What follows belongs to an exercise in optimizing a design on an open flow for small area, a short achievable clock period and few clock cycles per item; a production flow would make more cautious choices. Where RTL was checked, it was by simulation tests only, not by an equivalence proof against the original. No functional check of the RTL was part of run 2.

$ cat design/flow/flow/run.sh
#!/bin/bash
# The standard layout (standard.sh: the ORFS flow, standard synthesis included), with
# one change: the buffers placed on the input and output ports are buf_2 cells instead of
# the delay buffers buffer_ports picks by default. Every port still gets its buffer.
set -euo pipefail
export BUFFER_PORTS_ARGS="-buffer_cell sky130_fd_sc_hd__buf_2"
bash standard.sh finish > standard_flow.log 2>&1
$ cat design/flow/standard.sh
#!/bin/bash
# synth_recipe.tcl (not shown) runs the flow's synth.tcl, then flattens the netlist and writes it again
# the make line also repeats each setting of config.mk as NAME=value (left out here)
make -C /OpenROAD-flow-scripts/flow DESIGN_CONFIG=/design/flow/config.mk WORK_HOME=/design/flow/orfs CLKGATE_MAP_FILE= SYNTH_SCRIPT=/design/flow/synth_recipe.tcl "${@:-finish}"
$ cat design/flow/config.mk
export PLATFORM = sky130hd
export DESIGN_NAME = iir_df1_biquad_axis
export DESIGN_NICKNAME = iir_df1_biquad_axis
export VERILOG_FILES = /design/flow/design.v
export SDC_FILE = /design/flow/constraint.sdc
export NUM_CORES = 4
export LEC_CHECK = 0
export ABC_AREA = 1
export CAP_MARGIN = 20
export CORE_MARGIN = 2
export CORE_UTILIZATION = 40
export SETUP_SLACK_MARGIN = 3.0
export SLEW_MARGIN = 20
export SYNTH_HIERARCHICAL = 1
export SYNTH_MINIMUM_KEEP_SIZE = 0
$ cat design/flow/constraint.sdc
create_clock -name core_clock -period 7.0 [get_ports {clk}]
set_input_delay 1.4000 -clock core_clock [delete_from_list [all_inputs] [get_ports {clk}]]
set_output_delay 1.4000 -clock core_clock [all_outputs]
set_load 0.01 [all_outputs]
$ cat design/flow/design.v
package iir_df1_biquad_axis_pkg;
    localparam int unsigned acc_guard_bits = 3;
endpackage
module iir_fa (
    input  logic a,
    input  logic b,
    input  logic c,
    output logic s,
    output logic co
);
    assign s  = a ^ b ^ c;
    assign co = (a & b) | (a & c) | (b & c);
endmodule
module iir_ha (
    input  logic a,
    input  logic b,
    output logic s,
    output logic co
);
    assign s  = a ^ b;
    assign co = a & b;
endmodule
module iir_df1_biquad_axis
#(
    parameter int unsigned coeff_width  = 16,
    parameter int unsigned inout_width  = 16,
    parameter int unsigned scale_factor = 14,
    parameter int          a1_int_coeff = -31880,
    parameter int          a2_int_coeff = 15531,
    parameter int          bo_int_coeff = 167,
    parameter int          b1_int_coeff = -302,
    parameter int          b2_int_coeff = 167
) (
    input  logic                          clk,
    input  logic                          rst,
    input  logic                          s_axis_tvalid,
    input  logic signed [inout_width-1:0] s_axis_tdata,
    output logic                          m_axis_tready,
    output logic signed [inout_width-1:0] m_axis_tdata,
    output logic                          m_axis_tvalid
);
    logic        v1_q, v2_q, v3_q;        
    logic [15:0] hx1_q, hx2_q;            
    logic [15:0] y1_q;                    
    logic [15:0] yb_q;                    
    logic signed [17:0] r, t_d, t_q;
    logic [31:0]  ga_d, ga_q;
    logic [31:10] gb_d, gb_q;
    logic         gc_d, gc_q;
    logic [31:14] acc;
    logic         hi_ok;
    logic [15:0]  y_sat;
    assign r   = 18'(signed'(hx2_q)) - 18'(signed'(hx1_q)) * 18'sd2;
    assign t_d = 18'(signed'(s_axis_tdata)) + r;
    logic gt1, gt2, gt3, gt4, gt5, gt6, gt7, gt8, gt9, gt10, gt11, gt12;
    logic gt13, gt14, gt15, gt16, gt17, gt18, gt19, gt20, gt21, gt22, gt23, gt24;
    logic gt25, gt26, gt27, gt28, gt29, gt30, gt31, gt32, gt33, gt34, gt35, gt36;
    logic gt37, gt38, gt39, gt40, gt41, gt42, gt43, gt44, gt45, gt46, gt47, gt48;
    logic gt49, gt50, gt51, gt52, gt53, gt54, gt55, gt56, gt57, gt58, gt59, gt60;
    logic gt61, gt62, gt63, gt64, gt65, gt66, gt67, gt68, gt69, gt70, gt71, gt72;
    logic gt73, gt74, gt75, gt76, gt77, gt78, gt79, gt80, gt81, gt82, gt83, gt84;
    logic gt85, gt86, gt87, gt88, gt89, gt90, gt91, gt92, gt93, gt94, gt95, gt96;
    logic gt97, gt98, gt99, gt100, gt101, gt102, gt103, gt104, gt105, gt106, gt107, gt108;
    logic gt109, gt110, gt111, gt112, gt113, gt114, gt115, gt116, gt117, gt118, gt119, gt120;
    logic gt121, gt122, gt123, gt124, gt125, gt126, gt127, gt128, gt129, gt130, gt131, gt132;
    logic gt133, gt134, gt135, gt136, gt137, gt138, gt139, gt140, gt141, gt142, gt143, gt144;
    logic gt145, gt146, gt147, gt148, gt149, gt150, gt151, gt152, gt153, gt154, gt155, gt156;
    logic gt157, gt158, gt159, gt160, gt161, gt162, gt163, gt164, gt165, gt166, gt167, gt168;
    logic gt169, gt170, gt171, gt172, gt173, gt174, gt175, gt176, gt177, gt178, gt179, gt180;
    logic gt181, gt182, gt183, gt184, gt185, gt186, gt187, gt188, gt189, gt190, gt191, gt192;
    logic gt193, gt194, gt195, gt196, gt197, gt198, gt199, gt200, gt201, gt202, gt203, gt204;
    logic gt205, gt206, gt207, gt208, gt209, gt210, gt211, gt212, gt213, gt214, gt215, gt216;
    logic gt217, gt218, gt219, gt220, gt221, gt222, gt223, gt224, gt225, gt226, gt227, gt228;
    logic gt229, gt230, gt231, gt232, gt233, gt234, gt235, gt236, gt237, gt238, gt239, gt240;
    logic gt241, gt242, gt243, gt244, gt245, gt246, gt247, gt248, gt249, gt250, gt251, gt252;
    logic gt253, gt254, gt255, gt256, gt257, gt258, gt259, gt260, gt261, gt262, gt263, gt264;
    logic gt265, gt266, gt267, gt268, gt269, gt270, gt271, gt272, gt273, gt274, gt275, gt276;
    logic gt277, gt278, gt279, gt280, gt281, gt282, gt283, gt284, gt285, gt286, gt287, gt288;
    logic gt289, gt290, gt291, gt292, gt293, gt294, gt295, gt296, gt297, gt298, gt299, gt300;
    logic gt301, gt302, gt303, gt304, gt305, gt306, gt307, gt308, gt309, gt310, gt311, gt312;
    logic gt313, gt314, gt315, gt316, gt317, gt318, gt319, gt320, gt321, gt322, gt323, gt324;
    logic gt325, gt326, gt327, gt328, gt329, gt330, gt331, gt332, gt333, gt334, gt335, gt336;
    logic gt337, gt338, gt339, gt340, gt341, gt342, gt343, gt344, gt345, gt346, gt347, gt348;
    logic gt349, gt350, gt351, gt352, gt353, gt354, gt355, gt356, gt357, gt358, gt359, gt360;
    logic gt361, gt362, gt363, gt364, gt365, gt366, gt367, gt368, gt369, gt370, gt371, gt372;
    logic gt373, gt374, gt375, gt376, gt377, gt378, gt379, gt380, gt381, gt382, gt383, gt384;
    logic gt385, gt386, gt387, gt388, gt389, gt390, gt391, gt392, gt393, gt394, gt395, gt396;
    logic gt397, gt398, gt399, gt400, gt401, gt402, gt403, gt404;
    iir_ha u_gt1 (.a(t_q[8]), .b(yb_q[0]), .s(gt1), .co(gt2));
    iir_fa u_gt3 (.a(t_q[6]), .b(t_q[4]), .c(t_q[2]), .s(gt3), .co(gt4));
    iir_ha u_gt5 (.a(t_q[10]), .b(yb_q[2]), .s(gt5), .co(gt6));
    iir_fa u_gt7 (.a(t_q[7]), .b(t_q[5]), .c(t_q[3]), .s(gt7), .co(gt8));
    iir_fa u_gt9 (.a(t_q[8]), .b(t_q[6]), .c(t_q[4]), .s(gt9), .co(gt10));
    iir_fa u_gt11 (.a(hx2_q[6]), .b(yb_q[11]), .c(yb_q[9]), .s(gt11), .co(gt12));
    iir_fa u_gt13 (.a(t_q[9]), .b(t_q[7]), .c(t_q[5]), .s(gt13), .co(gt14));
    iir_fa u_gt15 (.a(hx2_q[7]), .b(yb_q[12]), .c(yb_q[10]), .s(gt15), .co(gt16));
    iir_fa u_gt17 (.a(t_q[10]), .b(t_q[8]), .c(t_q[6]), .s(gt17), .co(gt18));
    iir_fa u_gt19 (.a(hx2_q[8]), .b(yb_q[13]), .c(yb_q[11]), .s(gt19), .co(gt20));
    iir_ha u_gt21 (.a(t_q[14]), .b(yb_q[6]), .s(gt21), .co(gt22));
    iir_fa u_gt23 (.a(t_q[11]), .b(t_q[9]), .c(t_q[7]), .s(gt23), .co(gt24));
    iir_fa u_gt25 (.a(hx2_q[9]), .b(yb_q[14]), .c(yb_q[12]), .s(gt25), .co(gt26));
    iir_ha u_gt27 (.a(t_q[15]), .b(yb_q[15]), .s(gt27), .co(gt28));
    iir_fa u_gt29 (.a(t_q[12]), .b(t_q[10]), .c(t_q[8]), .s(gt29), .co(gt30));
    iir_fa u_gt31 (.a(hx2_q[10]), .b(yb_q[13]), .c(yb_q[11]), .s(gt31), .co(gt32));
    iir_ha u_gt33 (.a(yb_q[9]), .b(yb_q[5]), .s(gt33), .co(gt34));
    iir_ha u_gt35 (.a(t_q[16]), .b(yb_q[8]), .s(gt35), .co(gt36));
    iir_fa u_gt37 (.a(t_q[13]), .b(t_q[11]), .c(t_q[9]), .s(gt37), .co(gt38));
    iir_fa u_gt39 (.a(hx2_q[11]), .b(yb_q[14]), .c(yb_q[12]), .s(gt39), .co(gt40));
    iir_ha u_gt41 (.a(yb_q[10]), .b(yb_q[6]), .s(gt41), .co(gt42));
    iir_ha u_gt43 (.a(t_q[17]), .b(t_q[14]), .s(gt43), .co(gt44));
    assign gt45 = gt43 | gt44;
    iir_fa u_gt46 (.a(t_q[12]), .b(t_q[10]), .c(hx2_q[12]), .s(gt46), .co(gt47));
    iir_fa u_gt48 (.a(yb_q[15]), .b(yb_q[9]), .c(yb_q[3]), .s(gt48), .co(gt49));
    iir_ha u_gt50 (.a(yb_q[13]), .b(yb_q[11]), .s(gt50), .co(gt51));
    iir_ha u_gt52 (.a(t_q[15]), .b(t_q[13]), .s(gt52), .co(gt53));
    assign gt54 = gt52 | gt53;
    iir_fa u_gt55 (.a(t_q[11]), .b(hx2_q[13]), .c(yb_q[14]), .s(gt55), .co(gt56));
    iir_ha u_gt57 (.a(yb_q[12]), .b(yb_q[8]), .s(gt57), .co(gt58));
    iir_ha u_gt59 (.a(t_q[16]), .b(t_q[14]), .s(gt59), .co(gt60));
    assign gt61 = gt59 | gt60;
    iir_fa u_gt62 (.a(t_q[12]), .b(hx2_q[14]), .c(yb_q[13]), .s(gt62), .co(gt63));
    iir_ha u_gt64 (.a(t_q[17]), .b(hx2_q[15]), .s(gt64), .co(gt65));
    assign gt66 = ~(t_q[17] | hx2_q[15]);
    iir_ha u_gt67 (.a(t_q[2]), .b(t_q[0]), .s(gt67), .co(gt68));
    iir_fa u_gt69 (.a(t_q[3]), .b(t_q[1]), .c(hx2_q[1]), .s(gt69), .co(gt70));
    iir_ha u_gt71 (.a(yb_q[6]), .b(yb_q[4]), .s(gt71), .co(gt72));
    iir_fa u_gt73 (.a(t_q[4]), .b(t_q[2]), .c(t_q[0]), .s(gt73), .co(gt74));
    iir_fa u_gt75 (.a(hx2_q[2]), .b(yb_q[7]), .c(yb_q[5]), .s(gt75), .co(gt76));
    iir_ha u_gt77 (.a(yb_q[3]), .b(yb_q[1]), .s(gt77), .co(gt78));
    iir_fa u_gt79 (.a(t_q[5]), .b(t_q[3]), .c(t_q[1]), .s(gt79), .co(gt80));
    iir_fa u_gt81 (.a(hx2_q[3]), .b(yb_q[8]), .c(yb_q[6]), .s(gt81), .co(gt82));
    assign gt83 = ~gt1;
    iir_fa u_gt84 (.a(yb_q[4]), .b(yb_q[2]), .c(gt83), .s(gt84), .co(gt85));
    iir_fa u_gt86 (.a(hx2_q[4]), .b(yb_q[9]), .c(yb_q[7]), .s(gt86), .co(gt87));
    assign gt88 = ~t_q[9];
    iir_fa u_gt89 (.a(gt88), .b(yb_q[5]), .c(yb_q[3]), .s(gt89), .co(gt90));
    assign gt91 = ~gt3;
    iir_fa u_gt92 (.a(yb_q[1]), .b(gt2), .c(gt91), .s(gt92), .co(gt93));
    iir_fa u_gt94 (.a(hx2_q[5]), .b(yb_q[10]), .c(yb_q[8]), .s(gt94), .co(gt95));
    iir_fa u_gt96 (.a(yb_q[6]), .b(yb_q[4]), .c(yb_q[0]), .s(gt96), .co(gt97));
    assign gt98 = ~gt5;
    iir_fa u_gt99 (.a(gt4), .b(gt98), .c(gt7), .s(gt99), .co(gt100));
    iir_fa u_gt101 (.a(yb_q[7]), .b(yb_q[5]), .c(yb_q[1]), .s(gt101), .co(gt102));
    iir_fa u_gt103 (.a(t_q[11]), .b(yb_q[3]), .c(gt6), .s(gt103), .co(gt104));
    iir_fa u_gt105 (.a(gt8), .b(gt9), .c(gt11), .s(gt105), .co(gt106));
    iir_fa u_gt107 (.a(yb_q[8]), .b(yb_q[6]), .c(yb_q[2]), .s(gt107), .co(gt108));
    iir_fa u_gt109 (.a(gt10), .b(gt12), .c(gt13), .s(gt109), .co(gt110));
    assign gt111 = ~gt15;
    iir_fa u_gt112 (.a(t_q[12]), .b(yb_q[4]), .c(gt111), .s(gt112), .co(gt113));
    iir_fa u_gt114 (.a(yb_q[9]), .b(yb_q[7]), .c(yb_q[3]), .s(gt114), .co(gt115));
    iir_fa u_gt116 (.a(gt14), .b(gt16), .c(gt17), .s(gt116), .co(gt117));
    assign gt118 = ~gt19;
    iir_fa u_gt119 (.a(t_q[13]), .b(yb_q[5]), .c(gt118), .s(gt119), .co(gt120));
    iir_fa u_gt121 (.a(yb_q[10]), .b(yb_q[8]), .c(yb_q[4]), .s(gt121), .co(gt122));
    iir_fa u_gt123 (.a(gt18), .b(gt20), .c(gt23), .s(gt123), .co(gt124));
    assign gt125 = ~gt25;
    iir_fa u_gt126 (.a(yb_q[0]), .b(gt21), .c(gt125), .s(gt126), .co(gt127));
    assign gt128 = ~gt33;
    iir_fa u_gt129 (.a(yb_q[7]), .b(yb_q[1]), .c(gt128), .s(gt129), .co(gt130));
    iir_fa u_gt131 (.a(gt24), .b(gt26), .c(gt29), .s(gt131), .co(gt132));
    assign gt133 = ~gt31;
    iir_fa u_gt134 (.a(gt22), .b(gt27), .c(gt133), .s(gt134), .co(gt135));
    assign gt136 = ~yb_q[2];
    iir_fa u_gt137 (.a(gt136), .b(gt34), .c(gt41), .s(gt137), .co(gt138));
    iir_fa u_gt139 (.a(gt30), .b(gt32), .c(gt37), .s(gt139), .co(gt140));
    assign gt141 = ~gt39;
    iir_fa u_gt142 (.a(gt28), .b(gt35), .c(gt141), .s(gt142), .co(gt143));
    iir_fa u_gt144 (.a(yb_q[7]), .b(gt42), .c(gt50), .s(gt144), .co(gt145));
    iir_fa u_gt146 (.a(gt36), .b(gt43), .c(gt48), .s(gt146), .co(gt147));
    iir_fa u_gt148 (.a(gt38), .b(gt40), .c(gt46), .s(gt148), .co(gt149));
    assign gt150 = ~gt51;
    iir_fa u_gt151 (.a(yb_q[10]), .b(yb_q[4]), .c(gt150), .s(gt151), .co(gt152));
    iir_fa u_gt153 (.a(gt57), .b(gt45), .c(gt47), .s(gt153), .co(gt154));
    assign gt155 = ~gt55;
    iir_fa u_gt156 (.a(gt49), .b(gt52), .c(gt155), .s(gt156), .co(gt157));
    iir_fa u_gt158 (.a(yb_q[15]), .b(yb_q[11]), .c(yb_q[5]), .s(gt158), .co(gt159));
    iir_fa u_gt160 (.a(yb_q[9]), .b(gt58), .c(gt54), .s(gt160), .co(gt161));
    assign gt162 = ~gt59;
    iir_fa u_gt163 (.a(gt56), .b(gt162), .c(gt62), .s(gt163), .co(gt164));
    iir_fa u_gt165 (.a(t_q[15]), .b(t_q[13]), .c(yb_q[14]), .s(gt165), .co(gt166));
    assign gt167 = ~yb_q[10];
    iir_fa u_gt168 (.a(yb_q[12]), .b(gt167), .c(yb_q[6]), .s(gt168), .co(gt169));
    iir_fa u_gt170 (.a(gt64), .b(gt61), .c(gt63), .s(gt170), .co(gt171));
    iir_ha u_gt172 (.a(t_q[16]), .b(t_q[14]), .s(gt172), .co(gt173));
    assign gt174 = gt172 | gt173;
    iir_fa u_gt175 (.a(yb_q[15]), .b(yb_q[13]), .c(yb_q[7]), .s(gt175), .co(gt176));
    iir_ha u_gt177 (.a(yb_q[11]), .b(gt66), .s(gt177), .co(gt178));
    iir_fa u_gt179 (.a(t_q[17]), .b(yb_q[14]), .c(yb_q[8]), .s(gt179), .co(gt180));
    iir_ha u_gt181 (.a(t_q[1]), .b(yb_q[4]), .s(gt181), .co(gt182));
    iir_fa u_gt183 (.a(hx2_q[0]), .b(yb_q[5]), .c(yb_q[3]), .s(gt183), .co(gt184));
    iir_ha u_gt185 (.a(t_q[5]), .b(yb_q[1]), .s(gt185), .co(gt186));
    assign gt187 = ~t_q[5] & yb_q[1];
    assign gt188 = ~t_q[6];
    iir_fa u_gt189 (.a(gt188), .b(yb_q[2]), .c(yb_q[0]), .s(gt189), .co(gt190));
    iir_fa u_gt191 (.a(gt68), .b(gt71), .c(gt69), .s(gt191), .co(gt192));
    assign gt193 = ~t_q[7];
    iir_fa u_gt194 (.a(gt193), .b(gt72), .c(gt77), .s(gt194), .co(gt195));
    iir_fa u_gt196 (.a(gt70), .b(gt73), .c(gt75), .s(gt196), .co(gt197));
    iir_fa u_gt198 (.a(gt78), .b(gt74), .c(gt76), .s(gt198), .co(gt199));
    iir_fa u_gt200 (.a(gt79), .b(gt81), .c(gt84), .s(gt200), .co(gt201));
    iir_fa u_gt202 (.a(gt80), .b(gt82), .c(gt86), .s(gt202), .co(gt203));
    assign gt204 = ~gt92;
    iir_fa u_gt205 (.a(gt89), .b(gt85), .c(gt204), .s(gt205), .co(gt206));
    iir_fa u_gt207 (.a(gt87), .b(gt90), .c(gt94), .s(gt207), .co(gt208));
    assign gt209 = ~gt93;
    iir_fa u_gt210 (.a(gt96), .b(gt209), .c(gt99), .s(gt210), .co(gt211));
    iir_fa u_gt212 (.a(gt95), .b(gt97), .c(gt101), .s(gt212), .co(gt213));
    assign gt214 = ~gt103;
    iir_fa u_gt215 (.a(gt100), .b(gt214), .c(gt105), .s(gt215), .co(gt216));
    iir_fa u_gt217 (.a(gt102), .b(gt107), .c(gt106), .s(gt217), .co(gt218));
    assign gt219 = ~gt109;
    iir_fa u_gt220 (.a(gt104), .b(gt219), .c(gt112), .s(gt220), .co(gt221));
    iir_fa u_gt222 (.a(gt108), .b(gt114), .c(gt110), .s(gt222), .co(gt223));
    assign gt224 = ~gt116;
    iir_fa u_gt225 (.a(gt113), .b(gt224), .c(gt119), .s(gt225), .co(gt226));
    iir_fa u_gt227 (.a(gt115), .b(gt121), .c(gt117), .s(gt227), .co(gt228));
    assign gt229 = ~gt123;
    iir_fa u_gt230 (.a(gt120), .b(gt229), .c(gt126), .s(gt230), .co(gt231));
    iir_fa u_gt232 (.a(gt122), .b(gt124), .c(gt131), .s(gt232), .co(gt233));
    iir_fa u_gt234 (.a(gt129), .b(gt127), .c(gt134), .s(gt234), .co(gt235));
    iir_fa u_gt236 (.a(gt130), .b(gt135), .c(gt142), .s(gt236), .co(gt237));
    iir_fa u_gt238 (.a(gt137), .b(gt132), .c(gt139), .s(gt238), .co(gt239));
    iir_fa u_gt240 (.a(gt138), .b(gt144), .c(gt140), .s(gt240), .co(gt241));
    assign gt242 = ~gt148;
    iir_fa u_gt243 (.a(gt143), .b(gt146), .c(gt242), .s(gt243), .co(gt244));
    iir_fa u_gt245 (.a(gt145), .b(gt149), .c(gt153), .s(gt245), .co(gt246));
    iir_fa u_gt247 (.a(gt151), .b(gt147), .c(gt156), .s(gt247), .co(gt248));
    iir_fa u_gt249 (.a(gt158), .b(gt152), .c(gt157), .s(gt249), .co(gt250));
    iir_fa u_gt251 (.a(gt154), .b(gt160), .c(gt163), .s(gt251), .co(gt252));
    assign gt253 = ~gt165;
    iir_fa u_gt254 (.a(gt159), .b(gt253), .c(gt168), .s(gt254), .co(gt255));
    iir_fa u_gt256 (.a(gt161), .b(gt164), .c(gt170), .s(gt256), .co(gt257));
    iir_fa u_gt258 (.a(gt169), .b(gt172), .c(gt175), .s(gt258), .co(gt259));
    iir_fa u_gt260 (.a(gt166), .b(gt177), .c(gt171), .s(gt260), .co(gt261));
    iir_fa u_gt262 (.a(t_q[15]), .b(yb_q[12]), .c(gt174), .s(gt262), .co(gt263));
    assign gt264 = ~gt178;
    iir_fa u_gt265 (.a(gt176), .b(gt179), .c(gt264), .s(gt265), .co(gt266));
    iir_ha u_gt267 (.a(t_q[16]), .b(yb_q[15]), .s(gt267), .co(gt268));
    assign gt269 = gt267 | gt268;
    assign gt270 = ~yb_q[13];
    iir_fa u_gt271 (.a(gt270), .b(yb_q[9]), .c(gt180), .s(gt271), .co(gt272));
    iir_ha u_gt273 (.a(t_q[17]), .b(yb_q[10]), .s(gt273), .co(gt274));
    iir_ha u_gt275 (.a(t_q[0]), .b(yb_q[3]), .s(gt275), .co(gt276));
    assign gt277 = ~t_q[4];
    iir_fa u_gt278 (.a(gt277), .b(yb_q[2]), .c(yb_q[0]), .s(gt278), .co(gt279));
    assign gt280 = ~gt185;
    iir_fa u_gt281 (.a(gt182), .b(gt280), .c(gt67), .s(gt281), .co(gt282));
    iir_fa u_gt283 (.a(gt187), .b(gt184), .c(gt189), .s(gt283), .co(gt284));
    iir_fa u_gt285 (.a(gt190), .b(gt194), .c(gt192), .s(gt285), .co(gt286));
    iir_fa u_gt287 (.a(gt195), .b(gt197), .c(gt198), .s(gt287), .co(gt288));
    iir_fa u_gt289 (.a(gt199), .b(gt202), .c(gt201), .s(gt289), .co(gt290));
    iir_fa u_gt291 (.a(gt203), .b(gt207), .c(gt206), .s(gt291), .co(gt292));
    iir_fa u_gt293 (.a(gt208), .b(gt212), .c(gt211), .s(gt293), .co(gt294));
    iir_fa u_gt295 (.a(gt213), .b(gt216), .c(gt217), .s(gt295), .co(gt296));
    assign gt297 = ~gt221;
    iir_fa u_gt298 (.a(gt218), .b(gt297), .c(gt222), .s(gt298), .co(gt299));
    assign gt300 = ~gt226;
    iir_fa u_gt301 (.a(gt223), .b(gt300), .c(gt227), .s(gt301), .co(gt302));
    assign gt303 = ~gt231;
    iir_fa u_gt304 (.a(gt228), .b(gt303), .c(gt232), .s(gt304), .co(gt305));
    assign gt306 = ~gt233;
    iir_fa u_gt307 (.a(gt306), .b(gt235), .c(gt236), .s(gt307), .co(gt308));
    assign gt309 = ~gt237;
    iir_fa u_gt310 (.a(gt309), .b(gt239), .c(gt240), .s(gt310), .co(gt311));
    assign gt312 = ~gt244;
    iir_fa u_gt313 (.a(gt241), .b(gt312), .c(gt245), .s(gt313), .co(gt314));
    assign gt315 = ~gt246;
    iir_fa u_gt316 (.a(gt315), .b(gt248), .c(gt249), .s(gt316), .co(gt317));
    assign gt318 = ~gt252;
    iir_fa u_gt319 (.a(gt254), .b(gt250), .c(gt318), .s(gt319), .co(gt320));
    assign gt321 = ~gt257;
    iir_fa u_gt322 (.a(gt255), .b(gt258), .c(gt321), .s(gt322), .co(gt323));
    assign gt324 = ~gt262;
    iir_fa u_gt325 (.a(gt259), .b(gt324), .c(gt265), .s(gt325), .co(gt326));
    iir_fa u_gt327 (.a(gt267), .b(gt271), .c(gt266), .s(gt327), .co(gt328));
    assign gt329 = ~gt273;
    iir_fa u_gt330 (.a(yb_q[14]), .b(gt269), .c(gt329), .s(gt330), .co(gt331));
    iir_ha u_gt332 (.a(yb_q[15]), .b(yb_q[11]), .s(gt332), .co(gt333));
    assign gt334 = ~(yb_q[15] | yb_q[11]);
    iir_ha u_gt335 (.a(t_q[1]), .b(yb_q[1]), .s(gt335), .co(gt336));
    assign gt337 = ~t_q[1] & yb_q[1];
    assign gt338 = ~t_q[2];
    iir_fa u_gt339 (.a(gt338), .b(yb_q[2]), .c(yb_q[0]), .s(gt339), .co(gt340));
    assign gt341 = ~t_q[3];
    iir_fa u_gt342 (.a(gt341), .b(yb_q[1]), .c(gt275), .s(gt342), .co(gt343));
    iir_fa u_gt344 (.a(gt276), .b(gt181), .c(gt278), .s(gt344), .co(gt345));
    iir_fa u_gt346 (.a(gt279), .b(gt183), .c(gt281), .s(gt346), .co(gt347));
    iir_fa u_gt348 (.a(gt282), .b(gt283), .c(gt191), .s(gt348), .co(gt349));
    iir_fa u_gt350 (.a(gt284), .b(gt196), .c(gt285), .s(gt350), .co(gt351));
    iir_fa u_gt352 (.a(gt286), .b(gt287), .c(gt200), .s(gt352), .co(gt353));
    iir_fa u_gt354 (.a(gt288), .b(gt205), .c(gt289), .s(gt354), .co(gt355));
    iir_fa u_gt356 (.a(gt210), .b(gt290), .c(gt291), .s(gt356), .co(gt357));
    iir_fa u_gt358 (.a(gt215), .b(gt292), .c(gt293), .s(gt358), .co(gt359));
    assign gt360 = ~gt220;
    iir_fa u_gt361 (.a(gt360), .b(gt294), .c(gt295), .s(gt361), .co(gt362));
    assign gt363 = ~gt225;
    iir_fa u_gt364 (.a(gt363), .b(gt296), .c(gt298), .s(gt364), .co(gt365));
    assign gt366 = ~gt230;
    iir_fa u_gt367 (.a(gt366), .b(gt299), .c(gt301), .s(gt367), .co(gt368));
    assign gt369 = ~gt234;
    iir_fa u_gt370 (.a(gt369), .b(gt302), .c(gt304), .s(gt370), .co(gt371));
    assign gt372 = ~gt307;
    iir_fa u_gt373 (.a(gt238), .b(gt305), .c(gt372), .s(gt373), .co(gt374));
    assign gt375 = ~gt310;
    iir_fa u_gt376 (.a(gt243), .b(gt308), .c(gt375), .s(gt376), .co(gt377));
    assign gt378 = ~gt247;
    iir_fa u_gt379 (.a(gt378), .b(gt311), .c(gt313), .s(gt379), .co(gt380));
    assign gt381 = ~gt316;
    iir_fa u_gt382 (.a(gt251), .b(gt314), .c(gt381), .s(gt382), .co(gt383));
    assign gt384 = ~gt256;
    iir_fa u_gt385 (.a(gt384), .b(gt317), .c(gt319), .s(gt385), .co(gt386));
    assign gt387 = ~gt260;
    iir_fa u_gt388 (.a(gt387), .b(gt320), .c(gt322), .s(gt388), .co(gt389));
    assign gt390 = ~gt261;
    iir_fa u_gt391 (.a(gt390), .b(gt325), .c(gt323), .s(gt391), .co(gt392));
    assign gt393 = ~gt263;
    iir_fa u_gt394 (.a(gt393), .b(gt326), .c(gt327), .s(gt394), .co(gt395));
    assign gt396 = ~gt330;
    iir_fa u_gt397 (.a(gt396), .b(gt272), .c(gt328), .s(gt397), .co(gt398));
    assign gt399 = ~gt274;
    iir_fa u_gt400 (.a(gt332), .b(gt399), .c(gt331), .s(gt400), .co(gt401));
    iir_ha u_gt402 (.a(yb_q[12]), .b(gt334), .s(gt402), .co(gt403));
    assign gt404 = ~yb_q[12] & gt334;
    logic [10:0] g_lo;
    assign g_lo = {1'b0, gt353, gt351, gt349, gt347, gt345, gt343, gt340, gt337, ~t_q[0], t_q[0]} + {1'b0, gt354, gt352, gt350, gt348, gt346, gt344, gt342, gt339, ~gt335, yb_q[0]};
    assign ga_d = {1'b1, 1'b0, ~yb_q[14], ~yb_q[13], gt404, gt401, ~gt398, ~gt395, ~gt392, ~gt389, ~gt386, gt383, gt380, ~gt377, gt374, gt371, gt368, gt365, gt362, gt359, gt357, gt355, g_lo[9:0]};
    assign gb_d = {1'b0, 1'b0, yb_q[15], yb_q[14], yb_q[13], ~gt402, gt400, ~gt397, ~gt394, ~gt391, ~gt388, ~gt385, gt382, gt379, ~gt376, gt373, gt370, gt367, gt364, gt361, gt358, gt356};
    assign gc_d = g_lo[10];
    logic lt1, lt2, lt3, lt4, lt5, lt6, lt7, lt8, lt9, lt10, lt11, lt12;
    logic lt13, lt14, lt15, lt16, lt17, lt18, lt19, lt20, lt21, lt22, lt23, lt24;
    logic lt25, lt26, lt27, lt28, lt29, lt30, lt31, lt32, lt33, lt34, lt35, lt36;
    logic lt37, lt38, lt39, lt40, lt41, lt42, lt43, lt44, lt45, lt46, lt47, lt48;
    logic lt49, lt50, lt51, lt52, lt53, lt54, lt55, lt56, lt57, lt58, lt59, lt60;
    logic lt61, lt62, lt63, lt64, lt65, lt66, lt67, lt68, lt69, lt70, lt71, lt72;
    logic lt73, lt74, lt75, lt76, lt77, lt78, lt79, lt80, lt81, lt82, lt83, lt84;
    logic lt85, lt86, lt87, lt88, lt89, lt90, lt91, lt92, lt93, lt94, lt95, lt96;
    logic lt97, lt98, lt99, lt100, lt101, lt102, lt103, lt104, lt105, lt106, lt107, lt108;
    logic lt109, lt110, lt111, lt112, lt113, lt114, lt115, lt116, lt117, lt118, lt119, lt120;
    logic lt121, lt122, lt123, lt124, lt125, lt126, lt127, lt128, lt129, lt130, lt131, lt132;
    logic lt133, lt134, lt135, lt136, lt137, lt138, lt139, lt140, lt141, lt142, lt143, lt144;
    logic lt145, lt146, lt147, lt148, lt149, lt150, lt151, lt152, lt153, lt154, lt155, lt156;
    iir_fa u_lt1 (.a(ga_q[10]), .b(gb_q[10]), .c(gc_q), .s(lt1), .co(lt2));
    iir_fa u_lt3 (.a(ga_q[11]), .b(gb_q[11]), .c(y1_q[8]), .s(lt3), .co(lt4));
    iir_fa u_lt5 (.a(ga_q[12]), .b(gb_q[12]), .c(y1_q[9]), .s(lt5), .co(lt6));
    iir_fa u_lt7 (.a(ga_q[13]), .b(gb_q[13]), .c(y1_q[10]), .s(lt7), .co(lt8));
    iir_fa u_lt9 (.a(ga_q[14]), .b(gb_q[14]), .c(y1_q[11]), .s(lt9), .co(lt10));
    iir_fa u_lt11 (.a(ga_q[15]), .b(gb_q[15]), .c(y1_q[12]), .s(lt11), .co(lt12));
    iir_ha u_lt13 (.a(y1_q[8]), .b(y1_q[0]), .s(lt13), .co(lt14));
    iir_fa u_lt15 (.a(ga_q[16]), .b(gb_q[16]), .c(y1_q[13]), .s(lt15), .co(lt16));
    assign lt17 = ~y1_q[6];
    iir_fa u_lt18 (.a(y1_q[9]), .b(lt17), .c(y1_q[1]), .s(lt18), .co(lt19));
    iir_fa u_lt20 (.a(ga_q[17]), .b(gb_q[17]), .c(y1_q[14]), .s(lt20), .co(lt21));
    assign lt22 = ~y1_q[7];
    iir_fa u_lt23 (.a(y1_q[10]), .b(lt22), .c(y1_q[2]), .s(lt23), .co(lt24));
    iir_fa u_lt25 (.a(ga_q[18]), .b(gb_q[18]), .c(y1_q[11]), .s(lt25), .co(lt26));
    assign lt27 = ~y1_q[3];
    iir_fa u_lt28 (.a(y1_q[15]), .b(y1_q[8]), .c(lt27), .s(lt28), .co(lt29));
    iir_fa u_lt30 (.a(ga_q[19]), .b(gb_q[19]), .c(y1_q[12]), .s(lt30), .co(lt31));
    iir_ha u_lt32 (.a(y1_q[9]), .b(y1_q[4]), .s(lt32), .co(lt33));
    assign lt34 = ~y1_q[9] & y1_q[4];
    iir_fa u_lt35 (.a(ga_q[20]), .b(gb_q[20]), .c(y1_q[13]), .s(lt35), .co(lt36));
    iir_ha u_lt37 (.a(y1_q[10]), .b(y1_q[5]), .s(lt37), .co(lt38));
    assign lt39 = ~y1_q[10] & y1_q[5];
    iir_fa u_lt40 (.a(ga_q[21]), .b(gb_q[21]), .c(y1_q[14]), .s(lt40), .co(lt41));
    iir_ha u_lt42 (.a(y1_q[11]), .b(y1_q[6]), .s(lt42), .co(lt43));
    assign lt44 = ~y1_q[11] & y1_q[6];
    iir_fa u_lt45 (.a(ga_q[22]), .b(gb_q[22]), .c(y1_q[7]), .s(lt45), .co(lt46));
    iir_ha u_lt47 (.a(y1_q[15]), .b(y1_q[12]), .s(lt47), .co(lt48));
    assign lt49 = ~(y1_q[15] | y1_q[12]);
    iir_fa u_lt50 (.a(ga_q[23]), .b(gb_q[23]), .c(y1_q[8]), .s(lt50), .co(lt51));
    iir_ha u_lt52 (.a(ga_q[24]), .b(gb_q[24]), .s(lt52), .co(lt53));
    iir_ha u_lt54 (.a(ga_q[25]), .b(gb_q[25]), .s(lt54), .co(lt55));
    iir_ha u_lt56 (.a(y1_q[7]), .b(y1_q[3]), .s(lt56), .co(lt57));
    iir_fa u_lt58 (.a(y1_q[4]), .b(lt2), .c(lt3), .s(lt58), .co(lt59));
    iir_fa u_lt60 (.a(y1_q[5]), .b(lt4), .c(lt5), .s(lt60), .co(lt61));
    iir_fa u_lt62 (.a(y1_q[6]), .b(lt6), .c(lt7), .s(lt62), .co(lt63));
    iir_fa u_lt64 (.a(y1_q[7]), .b(lt8), .c(lt9), .s(lt64), .co(lt65));
    iir_fa u_lt66 (.a(lt13), .b(lt10), .c(lt11), .s(lt66), .co(lt67));
    iir_fa u_lt68 (.a(lt14), .b(lt12), .c(lt15), .s(lt68), .co(lt69));
    iir_fa u_lt70 (.a(lt16), .b(lt19), .c(lt20), .s(lt70), .co(lt71));
    iir_fa u_lt72 (.a(lt21), .b(lt24), .c(lt25), .s(lt72), .co(lt73));
    assign lt74 = ~lt26;
    iir_fa u_lt75 (.a(lt32), .b(lt74), .c(lt29), .s(lt75), .co(lt76));
    iir_fa u_lt77 (.a(lt34), .b(lt31), .c(lt35), .s(lt77), .co(lt78));
    iir_fa u_lt79 (.a(lt39), .b(lt36), .c(lt40), .s(lt79), .co(lt80));
    iir_fa u_lt81 (.a(lt44), .b(lt47), .c(lt41), .s(lt81), .co(lt82));
    iir_fa u_lt83 (.a(lt49), .b(lt46), .c(lt50), .s(lt83), .co(lt84));
    assign lt85 = ~y1_q[14];
    iir_fa u_lt86 (.a(lt85), .b(y1_q[9]), .c(lt52), .s(lt86), .co(lt87));
    iir_fa u_lt88 (.a(y1_q[15]), .b(y1_q[10]), .c(lt53), .s(lt88), .co(lt89));
    iir_fa u_lt90 (.a(ga_q[26]), .b(gb_q[26]), .c(y1_q[11]), .s(lt90), .co(lt91));
    iir_ha u_lt92 (.a(ga_q[27]), .b(gb_q[27]), .s(lt92), .co(lt93));
    iir_ha u_lt94 (.a(ga_q[28]), .b(gb_q[28]), .s(lt94), .co(lt95));
    iir_ha u_lt96 (.a(ga_q[29]), .b(gb_q[29]), .s(lt96), .co(lt97));
    iir_ha u_lt98 (.a(ga_q[7]), .b(y1_q[4]), .s(lt98), .co(lt99));
    iir_fa u_lt100 (.a(ga_q[8]), .b(y1_q[5]), .c(y1_q[1]), .s(lt100), .co(lt101));
    iir_fa u_lt102 (.a(ga_q[9]), .b(y1_q[6]), .c(y1_q[2]), .s(lt102), .co(lt103));
    assign lt104 = ~y1_q[0];
    iir_fa u_lt105 (.a(lt104), .b(lt56), .c(lt1), .s(lt105), .co(lt106));
    assign lt107 = ~y1_q[1];
    iir_fa u_lt108 (.a(lt107), .b(lt57), .c(lt58), .s(lt108), .co(lt109));
    assign lt110 = ~y1_q[2];
    iir_fa u_lt111 (.a(lt110), .b(lt59), .c(lt60), .s(lt111), .co(lt112));
    iir_fa u_lt113 (.a(lt27), .b(lt61), .c(lt62), .s(lt113), .co(lt114));
    assign lt115 = ~y1_q[4];
    iir_fa u_lt116 (.a(lt115), .b(lt63), .c(lt64), .s(lt116), .co(lt117));
    assign lt118 = ~y1_q[5];
    iir_fa u_lt119 (.a(lt118), .b(lt65), .c(lt66), .s(lt119), .co(lt120));
    iir_fa u_lt121 (.a(lt18), .b(lt67), .c(lt68), .s(lt121), .co(lt122));
    iir_fa u_lt123 (.a(lt23), .b(lt69), .c(lt70), .s(lt123), .co(lt124));
    assign lt125 = ~lt28;
    iir_fa u_lt126 (.a(lt125), .b(lt71), .c(lt72), .s(lt126), .co(lt127));
    assign lt128 = ~lt75;
    iir_fa u_lt129 (.a(lt30), .b(lt73), .c(lt128), .s(lt129), .co(lt130));
    assign lt131 = ~lt77;
    iir_fa u_lt132 (.a(lt37), .b(lt76), .c(lt131), .s(lt132), .co(lt133));
    assign lt134 = ~lt42;
    iir_fa u_lt135 (.a(lt134), .b(lt78), .c(lt79), .s(lt135), .co(lt136));
    iir_fa u_lt137 (.a(lt45), .b(lt80), .c(lt81), .s(lt137), .co(lt138));
    assign lt139 = ~y1_q[13];
    iir_fa u_lt140 (.a(lt139), .b(lt82), .c(lt83), .s(lt140), .co(lt141));
    iir_fa u_lt142 (.a(lt51), .b(lt86), .c(lt84), .s(lt142), .co(lt143));
    iir_fa u_lt144 (.a(lt54), .b(lt87), .c(lt88), .s(lt144), .co(lt145));
    iir_fa u_lt146 (.a(lt55), .b(lt90), .c(lt89), .s(lt146), .co(lt147));
    iir_fa u_lt148 (.a(y1_q[12]), .b(lt92), .c(lt91), .s(lt148), .co(lt149));
    iir_fa u_lt150 (.a(y1_q[13]), .b(lt93), .c(lt94), .s(lt150), .co(lt151));
    iir_fa u_lt152 (.a(y1_q[14]), .b(lt95), .c(lt96), .s(lt152), .co(lt153));
    iir_ha u_lt154 (.a(y1_q[15]), .b(lt97), .s(lt154), .co(lt155));
    assign lt156 = ~y1_q[15] & lt97;
    logic [31:0] l_sum;
    assign l_sum = {lt156, lt153, lt151, lt149, lt147, lt145, lt143, lt141, lt138, lt136, ~lt133, lt130, lt127, lt124, lt122, lt120, lt117, lt114, lt112, lt109, lt106, lt103, lt101, lt99, lt98, ga_q[6], ga_q[5], ga_q[4], ga_q[3], ga_q[2], ga_q[1], ga_q[0]} + {1'b1, ~lt154, lt152, lt150, lt148, lt146, lt144, lt142, lt140, lt137, lt135, ~lt132, lt129, lt126, lt123, lt121, lt119, lt116, lt113, lt111, lt108, lt105, lt102, lt100, y1_q[0], y1_q[3], y1_q[2], y1_q[1], y1_q[0], 1'b0, 1'b0, 1'b0};
    assign acc = l_sum[31:14];
    assign hi_ok = (acc[31:29] == 3'b000) || (acc[31:29] == 3'b111);
    assign y_sat = hi_ok ? acc[29:14] : {acc[31], {15{~acc[31]}}};
    always_ff @(posedge clk) begin
        t_q  <= t_d;
        ga_q <= ga_d;
        gb_q <= gb_d;
        gc_q <= gc_d;
        if (rst) begin
            v1_q  <= 1'b0;
            v2_q  <= 1'b0;
            v3_q  <= 1'b0;
            hx1_q <= '0;
            hx2_q <= '0;
            y1_q  <= '0;
            yb_q  <= '0;
        end else begin
            v1_q <= s_axis_tvalid;
            v2_q <= v1_q;
            v3_q <= v2_q;
            if (s_axis_tvalid) begin
                hx1_q <= s_axis_tdata;
                hx2_q <= hx1_q;
            end
            if (v2_q) begin
                y1_q <= y_sat;
            end
            if (v1_q && v2_q) begin
                yb_q <= y_sat;
            end else if (v1_q || v2_q) begin
                yb_q <= y1_q;
            end
        end
    end
    assign m_axis_tready = 1'b1;
    assign m_axis_tdata  = y1_q;
    assign m_axis_tvalid = v3_q;
endmodule
==> run notes, run 1 <==
CP top delay family adder cells; Max Clock Freq 0.265 GHz; GRT overflow 0; net count after synthesis 1648; Longest Clk Path Bufs 2; global-route usage over all layers 19.2%; Rel. slew slack 36.0%; Fin Clk Skew 0.0125 ns; Post-DRT Antenna Nets 0; Die Wd 178 um; Die H 178 um; via count 8405; die area 0.0317 sq mm; top routing layer used met4; commonest cells in the netlist 272 x inv_1, 214 x fa_1, 210 x nand2_1; largest family of logic cells by synthesized area adder cells; RePlAce Congestion 0.902; vias in the first global route 8902; DRT Wirelength 28.1 mm; CP arrival 4.11 ns; first-pass GRT wire length 47.1 mm; Max-cap violations 0; top-count cell post-synth inv_1; crit path time final 3.77 ns; sequential fraction of the synthesis area 22.0%; Syn Std Cell Area 0.0121 sq mm; Fin. Hold Viols 0; Synth area leaders fa_1 35%, dfxtp_1 22%, ha_1 9.5%, inv_1 8.4%, nand2_1 6.5%; Compound-Gate Fraction of Synth Area 8.89%; fill count 2826; worst path bufs/invs 4; Multi-input gate area 0.00842 sq mm; cts bufs inserted 17; root buffer cell clkbuf_16; met2 routed WL 13.2 mm; Clk Latency, worst-skew pair 0.42 ns; Min Hold Slack 0.528 ns; xor/xnor share of the synthesized area 2.24%; reg2reg path depth 21; number of enable flip-flop cells after synthesis 0; Cell Chain, Critical Path fa_1 -> fa_1 -> inv_1 -> fa_1 -> inv_1 -> ha_1 -> nand2_1 -> nand2_1 -> a21oi_1 -> nand2_1 -> inv_1 -> nor2_1 -> nor2_2 -> nand2_2 -> nand2_2 -> nand2_4 -> inv_4 -> nand2_8 -> nand2_2 -> nand2_1 -> a21oi_2; First DRT Iteration DRCs 563; Tightest Pin Transition 0.959 ns; crit path launch y1_q[12]; Levels on crit path 21; setup slack, reg-to-reg 3.23 ns; reg2reg start y1_q[12]; Core ar. 0.0297 sq mm; Clock transition at path regs 0.07 ns; Setup CP Type flip-flop to flip-flop; final setup violation count 0; antenna violations before repair 0; I/O pin count 37; DRC 0; mux share of post-synthesis cell area 0%; hold buffers post-CTS 0; area share of and/or/nand/nor cells after synthesis 12.4%; CTS sink cnt 133; crit share post-route 53.9%; placed insts 1726; top_reg_cell synth dfxtp_1; Area Growth Syn to Fin 11.8%; Cells after Synth 1323; Final nets 1689; r2r endpoint yb_q[9]; Final Max Tran Viols 0; Synth top area share 35.3%; I/O Buffers 35; ratio of cells with drive above 1 in the final layout 11.3%; diodes inserted 0; Critical Path Slowest Stage Cell fa_1; Initial Util 40.8%; Rows 63; crit end category flip-flop; register area 0.00270 sq mm; H-tree levels 4; Worst Path Max Fanout 8; non-filler cells, final 1766; post-synth top area cell fa_1; via-per-instance ratio 4.76; DP Area 0.0127 sq mm; M1 wire length 13.6 mm; largest net degree at the start of global routing 46; cell area after layout 0.0135 sq mm; #FFs+latches synth 133; setup TNS 0 ns; Syn Area/Cell 9.16 sq um; Critical Path Max Stage Delay 0.52 ns; DR WL/cell 15.9 um; met3 WL 943 um; RSZ-0062 raised after global routing false; Worst EP required 7.34 ns; status finished clean; CP dominant cell by count nand2_1; Yosys cell types 40; DPL Wire Length 23.2 mm; Warnings, synthesis 7; Post-synth ARST share 0%; TritonCTS clock tree built; Setup crit end yb_q[9]; Hold Crit Class flip-flop to flip-flop; adder-cell share of the synthesized area 44.8%; DRT Pass-1 Iters 5; Startpoint Class flip-flop
==> modules after synthesis (local to each module, per instance) <==
module | flip-flops and latches | area [sq um]
iir_df1_biquad_axis | 133 | 7670
iir_fa | 0 | 20.0
iir_ha | 0 | 12.5
==> logic make-up after synthesis <==
logic type,count (synthesis)
DFF,133
xor gates and xnor gates,31
and+or+nand+nor,354
AOI/OAI and AO/OA,196
buffers and inverters,302
adders and majority gates,306
other,1
==> sequential cells by signal, indices dropped and copies added (netlist names) <==
name	flops
gb_q	20
t_q	18
gc_q	1
hx2_q	16
hx1_q	16
ga_q	27
y1_q	16
yb_q	16
v1_q	1
v3_q	1
v2_q	1
==> metal layers <==
layer	vias to the layer above	track usage (%)
met3	26	3.11
met1	4082	26.9
li1	4153	-
met2	144	31.6
met5	-	0
met4	0	4.17
==> final cells by class <==
type                            count  area share, %
Multi-Input combinational cell    890           62.1
Clock inverter                     13           1.62
Sequential cell                   133           19.9
Timing Repair Buffer               43           1.74
Inverter                          279           7.75
Tap cell                          390           3.60
Clock buffer                       18           3.24
==> per-stage QoR <==
stage                     utilization, %  setup slack [ns]
after floorplan                        -              3.37
after global placement              42.7              2.84
after detailed placement            42.7              2.79
after CTS                           45.0              3.02
after global routing                45.6              3.00
final                               45.6              3.23
==> worst min-delay path, delay by kind of cell, from the launching register on <==
kind            cells  cell delay, ns
flops               1            0.32
buf+inv             1            0.09
compound gates      1            0.07
==> how the worst min path moves through the flow <==
stage | start | end | slack, ns | cells after the start
floorplan | yb_q[13] | gb_q[17] | 0.47 | 0
global placement | hx2_q[12] | hx2_q[12] | 0.52 | 2
detailed placement | hx1_q[0] | hx2_q[0] | 0.52 | 2
CTS | hx1_q[0] | hx2_q[0] | 0.53 | 2
global route | hx2_q[12] | hx2_q[12] | 0.55 | 2
finish | hx2_q[12] | hx2_q[12] | 0.53 | 2
==> repair_timing <==
| item | 4_1_cts | 5_1_grt |
|---|---|---|
| buffers inserted | 1 | 6 |
| pin swaps | 1 | 1 |
| resized for setup | 10 | 36 |
| endpoints found under the setup margin | 30 | 30 |
| gates cloned | 1 | 1 |
==> placed cells by master, fill, tap and decap left out, types with 4 or more instances in the layout <==
cell	Yosys	layout
ha_1	92	83
nand2_2	17	19
nor2_1	62	58
a21oi_1	90	88
inv_1	272	272
o21ai_0	51	50
nand3_1	40	40
nand4_1	5	5
o22ai_1	5	5
nor2_2	2	6
clkbuf_16	0	17
dfxtp_2	0	4
xnor2_1	6	6
xor2_1	25	25
nand2_4	3	5
fa_1	214	213
inv_2	6	5
inv_6	0	5
buf_2	1	35
ha_4	0	4
o21ai_1	20	21
nand2_1	210	207
dfxtp_4	0	8
o21bai_1	7	7
a21o_1	5	5
buf_4	1	8
a21oi_2	12	14
dfxtp_1	133	121
ha_2	0	5
bufinv_16	0	5
or2_2	5	5
nor3_1	4	4
Testbench counts, summed over its fixed seeds: cycles 24,024, items 24,000.
==> inputs of run 2 (changes only) <==
--- a/design/flow/design.v
+++ b/design/flow/design.v
@@ -20,6 +20,126 @@
     assign s  = a ^ b;
     assign co = a & b;
 endmodule
+module iir_r (
+    input  logic [15:0] x1,
+    input  logic [15:0] x2,
+    output logic [17:0] s
+);
+    logic [17:0] a, b, p, g, c;
+    assign a = {{2{x2[15]}}, x2};
+    assign b = ~{x1[15], x1, 1'b0};
+    assign p = a ^ b;
+    assign g = a & b;
+    logic G1, P1;
+    assign G1 = g[0] | (p[0] & 1'b1);
+    assign P1 = p[0] & 1'b0;
+    logic G2, P2;
+    assign G2 = g[2] | (p[2] & g[1]);
+    assign P2 = p[2] & p[1];
+    logic G3, P3;
+    assign G3 = g[4] | (p[4] & g[3]);
+    assign P3 = p[4] & p[3];
+    logic G4, P4;
+    assign G4 = g[6] | (p[6] & g[5]);
+    assign P4 = p[6] & p[5];
+    logic G5, P5;
+    assign G5 = g[8] | (p[8] & g[7]);
+    assign P5 = p[8] & p[7];
+    logic G6, P6;
+    assign G6 = g[10] | (p[10] & g[9]);
+    assign P6 = p[10] & p[9];
+    logic G7, P7;
+    assign G7 = g[12] | (p[12] & g[11]);
+    assign P7 = p[12] & p[11];
+    logic G8, P8;
+    assign G8 = g[14] | (p[14] & g[13]);
+    assign P8 = p[14] & p[13];
+    logic G9, P9;
+    assign G9 = g[16] | (p[16] & g[15]);
+    assign P9 = p[16] & p[15];
+    logic G10, P10;
+    assign G10 = G2 | (P2 & G1);
+    assign P10 = P2 & P1;
+    logic G11, P11;
+    assign G11 = G4 | (P4 & G3);
+    assign P11 = P4 & P3;
+    logic G12, P12;
+    assign G12 = G6 | (P6 & G5);
+    assign P12 = P6 & P5;
+    logic G13, P13;
+    assign G13 = G8 | (P8 & G7);
+    assign P13 = P8 & P7;
+    logic G14, P14;
+    assign G14 = G11 | (P11 & G10);
+    assign P14 = P11 & P10;
+    logic G15, P15;
+    assign G15 = G13 | (P13 & G12);
+    assign P15 = P13 & P12;
+    logic G16, P16;
+    assign G16 = G15 | (P15 & G14);
+    assign P16 = P15 & P14;
+    logic G17, P17;
+    assign G17 = G12 | (P12 & G14);
+    assign P17 = P12 & P14;
+    logic G18, P18;
+    assign G18 = G3 | (P3 & G10);
+    assign P18 = P3 & P10;
+    logic G19, P19;
+    assign G19 = G5 | (P5 & G14);
+    assign P19 = P5 & P14;
+    logic G20, P20;
+    assign G20 = G7 | (P7 & G17);
+    assign P20 = P7 & P17;
+    logic G21, P21;
+    assign G21 = G9 | (P9 & G16);
+    assign P21 = P9 & P16;
+    logic G22, P22;
+    assign G22 = g[1] | (p[1] & G1);
+    assign P22 = p[1] & P1;
+    logic G23, P23;
+    assign G23 = g[3] | (p[3] & G10);
+    assign P23 = p[3] & P10;
+    logic G24, P24;
+    assign G24 = g[5] | (p[5] & G18);
+    assign P24 = p[5] & P18;
+    logic G25, P25;
+    assign G25 = g[7] | (p[7] & G14);
+    assign P25 = p[7] & P14;
+    logic G26, P26;
+    assign G26 = g[9] | (p[9] & G19);
+    assign P26 = p[9] & P19;
+    logic G27, P27;
+    assign G27 = g[11] | (p[11] & G17);
+    assign P27 = p[11] & P17;
+    logic G28, P28;
+    assign G28 = g[13] | (p[13] & G20);
+    assign P28 = p[13] & P20;
+    logic G29, P29;
+    assign G29 = g[15] | (p[15] & G16);
+    assign P29 = p[15] & P16;
+    logic G30, P30;
+    assign G30 = g[17] | (p[17] & G21);
+    assign P30 = p[17] & P21;
+    assign c[0] = 1'b1;
+    assign c[1] = G1;
+    assign c[2] = G22;
+    assign c[3] = G10;
+    assign c[4] = G23;
+    assign c[5] = G18;
+    assign c[6] = G24;
+    assign c[7] = G14;
+    assign c[8] = G25;
+    assign c[9] = G19;
+    assign c[10] = G26;
+    assign c[11] = G17;
+    assign c[12] = G27;
+    assign c[13] = G20;
+    assign c[14] = G28;
+    assign c[15] = G16;
+    assign c[16] = G29;
+    assign c[17] = G21;
+    assign s = p ^ c;
+endmodule
 module iir_df1_biquad_axis
 #(
     parameter int unsigned coeff_width  = 16,
@@ -47,10 +167,11 @@
     logic [31:0]  ga_d, ga_q;
     logic [31:10] gb_d, gb_q;
     logic         gc_d, gc_q;
-    logic [31:14] acc;
-    logic         hi_ok;
+    logic [29:0]  acc_lo;
+    logic [2:0]   top0, top1;
+    logic         ok0, ok1, hi_ok, sgn;
     logic [15:0]  y_sat;
-    assign r   = 18'(signed'(hx2_q)) - 18'(signed'(hx1_q)) * 18'sd2;
+    iir_r u_r (.x1(hx1_q), .x2(hx2_q), .s(r));
     assign t_d = 18'(signed'(s_axis_tdata)) + r;
     logic gt1, gt2, gt3, gt4, gt5, gt6, gt7, gt8, gt9, gt10, gt11, gt12;
     logic gt13, gt14, gt15, gt16, gt17, gt18, gt19, gt20, gt21, gt22, gt23, gt24;
@@ -427,11 +548,17 @@
     iir_fa u_lt152 (.a(y1_q[14]), .b(lt95), .c(lt96), .s(lt152), .co(lt153));
     iir_ha u_lt154 (.a(y1_q[15]), .b(lt97), .s(lt154), .co(lt155));
     assign lt156 = ~y1_q[15] & lt97;
-    logic [31:0] l_sum;
-    assign l_sum = {lt156, lt153, lt151, lt149, lt147, lt145, lt143, lt141, lt138, lt136, ~lt133, lt130, lt127, lt124, lt122, lt120, lt117, lt114, lt112, lt109, lt106, lt103, lt101, lt99, lt98, ga_q[6], ga_q[5], ga_q[4], ga_q[3], ga_q[2], ga_q[1], ga_q[0]} + {1'b1, ~lt154, lt152, lt150, lt148, lt146, lt144, lt142, lt140, lt137, lt135, ~lt132, lt129, lt126, lt123, lt121, lt119, lt116, lt113, lt111, lt108, lt105, lt102, lt100, y1_q[0], y1_q[3], y1_q[2], y1_q[1], y1_q[0], 1'b0, 1'b0, 1'b0};
-    assign acc = l_sum[31:14];
-    assign hi_ok = (acc[31:29] == 3'b000) || (acc[31:29] == 3'b111);
-    assign y_sat = hi_ok ? acc[29:14] : {acc[31], {15{~acc[31]}}};
+    logic [31:0] la, lb;
+    assign la = {lt156, lt153, lt151, lt149, lt147, lt145, lt143, lt141, lt138, lt136, ~lt133, lt130, lt127, lt124, lt122, lt120, lt117, lt114, lt112, lt109, lt106, lt103, lt101, lt99, lt98, ga_q[6], ga_q[5], ga_q[4], ga_q[3], ga_q[2], ga_q[1], ga_q[0]};
+    assign lb = {1'b1, ~lt154, lt152, lt150, lt148, lt146, lt144, lt142, lt140, lt137, lt135, ~lt132, lt129, lt126, lt123, lt121, lt119, lt116, lt113, lt111, lt108, lt105, lt102, lt100, y1_q[0], y1_q[3], y1_q[2], y1_q[1], y1_q[0], 1'b0, 1'b0, 1'b0};
+    assign acc_lo = {1'b0, la[28:0]} + {1'b0, lb[28:0]};
+    assign top0   = la[31:29] + lb[31:29];
+    assign top1   = la[31:29] + lb[31:29] + 3'd1;
+    assign ok0    = (top0 == 3'b000) || (top0 == 3'b111);
+    assign ok1    = (top1 == 3'b000) || (top1 == 3'b111);
+    assign hi_ok  = acc_lo[29] ? ok1 : ok0;
+    assign sgn    = acc_lo[29] ? top1[2] : top0[2];
+    assign y_sat  = {sgn, hi_ok ? acc_lo[28:14] : {15{~sgn}}};
     always_ff @(posedge clk) begin
         t_q  <= t_d;
         ga_q <= ga_d;
==> design/flow/run.sh (new file) <==
#!/bin/bash
# synth_recipe.tcl (not shown) runs the flow's synth.tcl, then flattens the netlist and writes it again
# the make line also repeats each setting of config.mk as NAME=value (left out here)
make -C /OpenROAD-flow-scripts/flow DESIGN_CONFIG=/design/flow/config.mk WORK_HOME=/design/flow/orfs CLKGATE_MAP_FILE= SYNTH_SCRIPT=/design/flow/synth_recipe.tcl finish
removed: design/flow/flow/run.sh
removed: design/flow/standard.sh
==> run notes, run 2 <==
status finished clean; CTS sink cnt 133 (unchanged); post-synth top area cell fa_1; setup TNS 0 ns (unchanged); Synth top area share 32.7% (-2.7 points); Critical Path Slowest Stage Cell dfxtp_2; Tightest Pin Transition 1.01 ns (+0.0531 ns); DRT Pass-1 Iters 5 (unchanged); Final Max Tran Viols 0 (unchanged); commonest cells in the netlist 283 x nand2_1, 271 x inv_1, 207 x fa_1; Critical Path Max Stage Delay 0.53 ns (about the same); max reg flops 27 (unchanged); I/O Buffers 35 (unchanged); net count after synthesis 1782 (+8.1%); Area Growth Syn to Fin 10.9%; crit share post-route 54.5% (+0.62 points); RSZ-0062 raised after global routing true; commonest non-fill, non-tap cells in the layout 282 x nand2_1, 269 x inv_1, 206 x fa_1; Final nets 1817 (+7.6%); Fin. Hold Viols 0 (unchanged); non-filler cells, final 1898 (+7.5%); top_reg_cell synth dfxtp_1; Die H 182 um (+2.2%); First DRT Iteration DRCs 454 (-19%); Cell Chain, Critical Path fa_1 -> fa_1 -> fa_1 -> ha_1 -> nand2_2 -> inv_2 -> nand2_1 -> nand2_1 -> nand2_1 -> nand2_2 -> nand2_1 -> nand3_2 -> nand2_1 -> nand2_2 -> nand2_8 -> nand2_1 -> o21ai_0 -> inv_1; Fin Clk Skew 0.00886 ns (-0.00359 ns); largest net degree at the start of global routing 43 (-6.5%); Top reg by flops ga_q; sequential fraction of the synthesis area 21.0% (-0.98 points); via count 9259 (+10%); Worst Path Max Fanout 8 (unchanged); Initial Util 40.4% (-0.38 points); Startpoint Class flip-flop; H-tree levels 4 (unchanged); die area 0.0331 sq mm (+4.5%); Cells after Synth 1448 (+9.4%); Worst EP required 7.31 ns (-0.03 ns); #FFs+latches synth 133 (unchanged); placed insts 1865 (+8.1%); TritonCTS clock tree built; CP arrival 4.13 ns (+0.02 ns); CP top delay family adder cells; diodes inserted 0 (unchanged); Syn Std Cell Area 0.0127 sq mm (+4.6%); Core ar. 0.0314 sq mm (+5.6%); Post-DRT Antenna Nets 0 (unchanged); antenna violations before repair 0 (unchanged); global-route usage over all layers 19.5% (+0.23 points); Warnings, synthesis 7 (unchanged); I/O pin count 37 (unchanged); via-per-instance ratio 4.88 (+2.5%); number of enable flip-flop cells after synthesis 0 (unchanged); RePlAce Congestion 0.898 (-0.43%); Hold Crit Class flip-flop to flip-flop; DRC 0 (unchanged); commonest non-fill, non-tap cell in the layout nand2_1; Regs by FF count ga_q (27), gb_q (20), t_q (18); crit path time final 3.82 ns (+0.0433 ns); GRT overflow 0 (unchanged); vias in the first global route 9521 (+7.0%); DPL Wire Length 25.6 mm (+11%); fin util 44.8% (-0.81 points); Die Wd 182 um (+2.2%); final setup violation count 0 (unchanged); Rows 65 (+3.2%); Synth area leaders fa_1 33%, dfxtp_1 21%, ha_1 11%, nand2_1 8.4%, inv_1 8.0%; root buffer cell clkbuf_16; hold buffers post-CTS 0 (unchanged); ratio of cells with drive above 1 in the final layout 6.95% (-4.3 points); CP dominant cell by count nand2_1; post-CTS setup buffers 0 (-1); Rel. slew slack 32.1% (-3.9 points); Post-synth ARST share 0% (unchanged); cts bufs inserted 17 (unchanged); Max Clock Freq 0.262 GHz (-1.1%); Post-Place Worst Slack 2.86 ns (+0.0714 ns); DR WL/cell 16.2 um (+1.9%); Setup CP Type flip-flop to flip-flop; Clk Latency, worst-skew pair 0.43 ns (about the same); worst path bufs/invs 2 (-2); Clock transition at path regs 0.06 ns (about the same); Max-cap violations 0 (unchanged); Yosys cell types 38 (-5.0%); DRT Wirelength 30.8 mm (+9.5%); top-count cell post-synth nand2_1; crit end category flip-flop; Final WS setup 3.18 ns (-0.0433 ns); Longest Clk Path Bufs 2 (unchanged); first-pass GRT wire length 49.8 mm (+5.7%); Syn Area/Cell 8.76 sq um (-4.4%)
## run 2: changes by cell type after synthesis, sizes merged, moves of 3 or more
cell	previous run	this run
nand4	5	9
nand2	230	300
nand3	42	53
nor2	64	121
fa	214	207
a21oi	102	74
and2	1	4
ha	92	108
inv	278	274
xnor2	6	12
o21bai	7	3
## run 2: metal layers
metal / GRT usage [%] / vias up / wire, um
li1: - / 4520 / -
met1: 26.4 / 4521 / 14700
met2: 33.2 / 181 / 14500
met3: 2.27 / 37 / 1100
met4: 5.13 / 0 / 508
met5: 0 / - / 0
## run 2: stage by stage
step | area, sq um | hold WS (ns)
2_1_floorplan | 12700 | 0.472
3_3_place_gp | 13400 | 0.488
3_5_place_dp | 13400 | 0.490
4_1_cts | 14000 | 0.502
5_1_grt | 14100 | 0.522
6_report | 14100 | 0.499
## run 2: tightest hold or removal path, delay by kind of cell (launching register included)
family | cells | cell delay (ns)
simple gates | 2 | 0.15
flops | 1 | 0.32
## run 2: logic make-up (layout without fill, tap and decap cells)
family          after synthesis  in the layout  share of synthesized area (%)
simple gates                500            501                           16.6
compound gates              165            165                           7.30
flops                       133            133                           21.0
buf+inv                     298            345                           9.29
fa+ha+maj                   315            315                           43.3
other cells                   1              1                         0.0296
xor+xnor                     36             36                           2.49
## run 2: final timing paths
check                 start  cells past startpoint  slack [ns]   endpoint
setup / recovery   y1_q[12]                     18        3.18    y1_q[1]
hold / removal    hx1_q[12]                      2        0.50  hx2_q[12]
setup reg to reg   y1_q[12]                     18        3.18    y1_q[1]
hold reg to reg   hx1_q[12]                      2        0.50  hx2_q[12]
## run 2: area by class of cell
cell class	instances	area [sq um]
clock buffer	18	439
clock inverter	14	149
fill	3096	17300
inverter	274	1030
multi-input combinational	1018	8880
sequential	133	2690
tap	402	503
timing repair buffer	39	375
## run 2: modules after synthesis, one instance, submodules excluded
| module | flops+latches | cell area, sq um | cells | times used |
|---|---|---|---|---|
| iir_df1_biquad_axis | 133 | 7440 | 1095 | 1 |
| iir_fa | 0 | 20.0 | 1 | 198 |
| iir_r | 0 | 793 | 116 | 1 |
| iir_ha | 0 | 12.5 | 1 | 39 |
## run 2: what timing repair did
action                     CTS  global route
gates resized for setup      5            20
pin swaps                    0             2
setup endpoints to repair   30            30
gates cloned                 0             1

==> afterwards: timing with drivers on the ports <==
No port has a modelled driver above. Below, the same layouts with a new extraction and two added sets of constraints.
Step 1 (the two cells are an assumption about what drives the block):
set clk [get_ports {clk}]
set_driving_cell -lib_cell sky130_fd_sc_hd__clkbuf_16 $clk
set_driving_cell -lib_cell sky130_fd_sc_hd__buf_2 [delete_from_list [all_inputs] $clk]
Step 2 also shifts input and output timing later by t, the mid clock arrival at the registers, as if the neighbouring blocks saw the same clock.
a / b / c = no drivers / after step 1 / after step 2; a / b = the first two.
run | t, ns | setup WS [ns] | worst setup path after step 2 | latest minus earliest clock arrival (ns)
run 1 | 0.457 | 3.228 / 3.228 / 2.986 | input to register | 0.013 / 0.013
run 2 | 0.469 | 3.185 / 3.185 / 3.181 | input to register | 0.009 / 0.009
After both steps setup and hold are still met in every run listed. For run 1, which loses most, drivers alone change the setup slack by 0.000 ns; drivers and shift together by -0.242 ns.
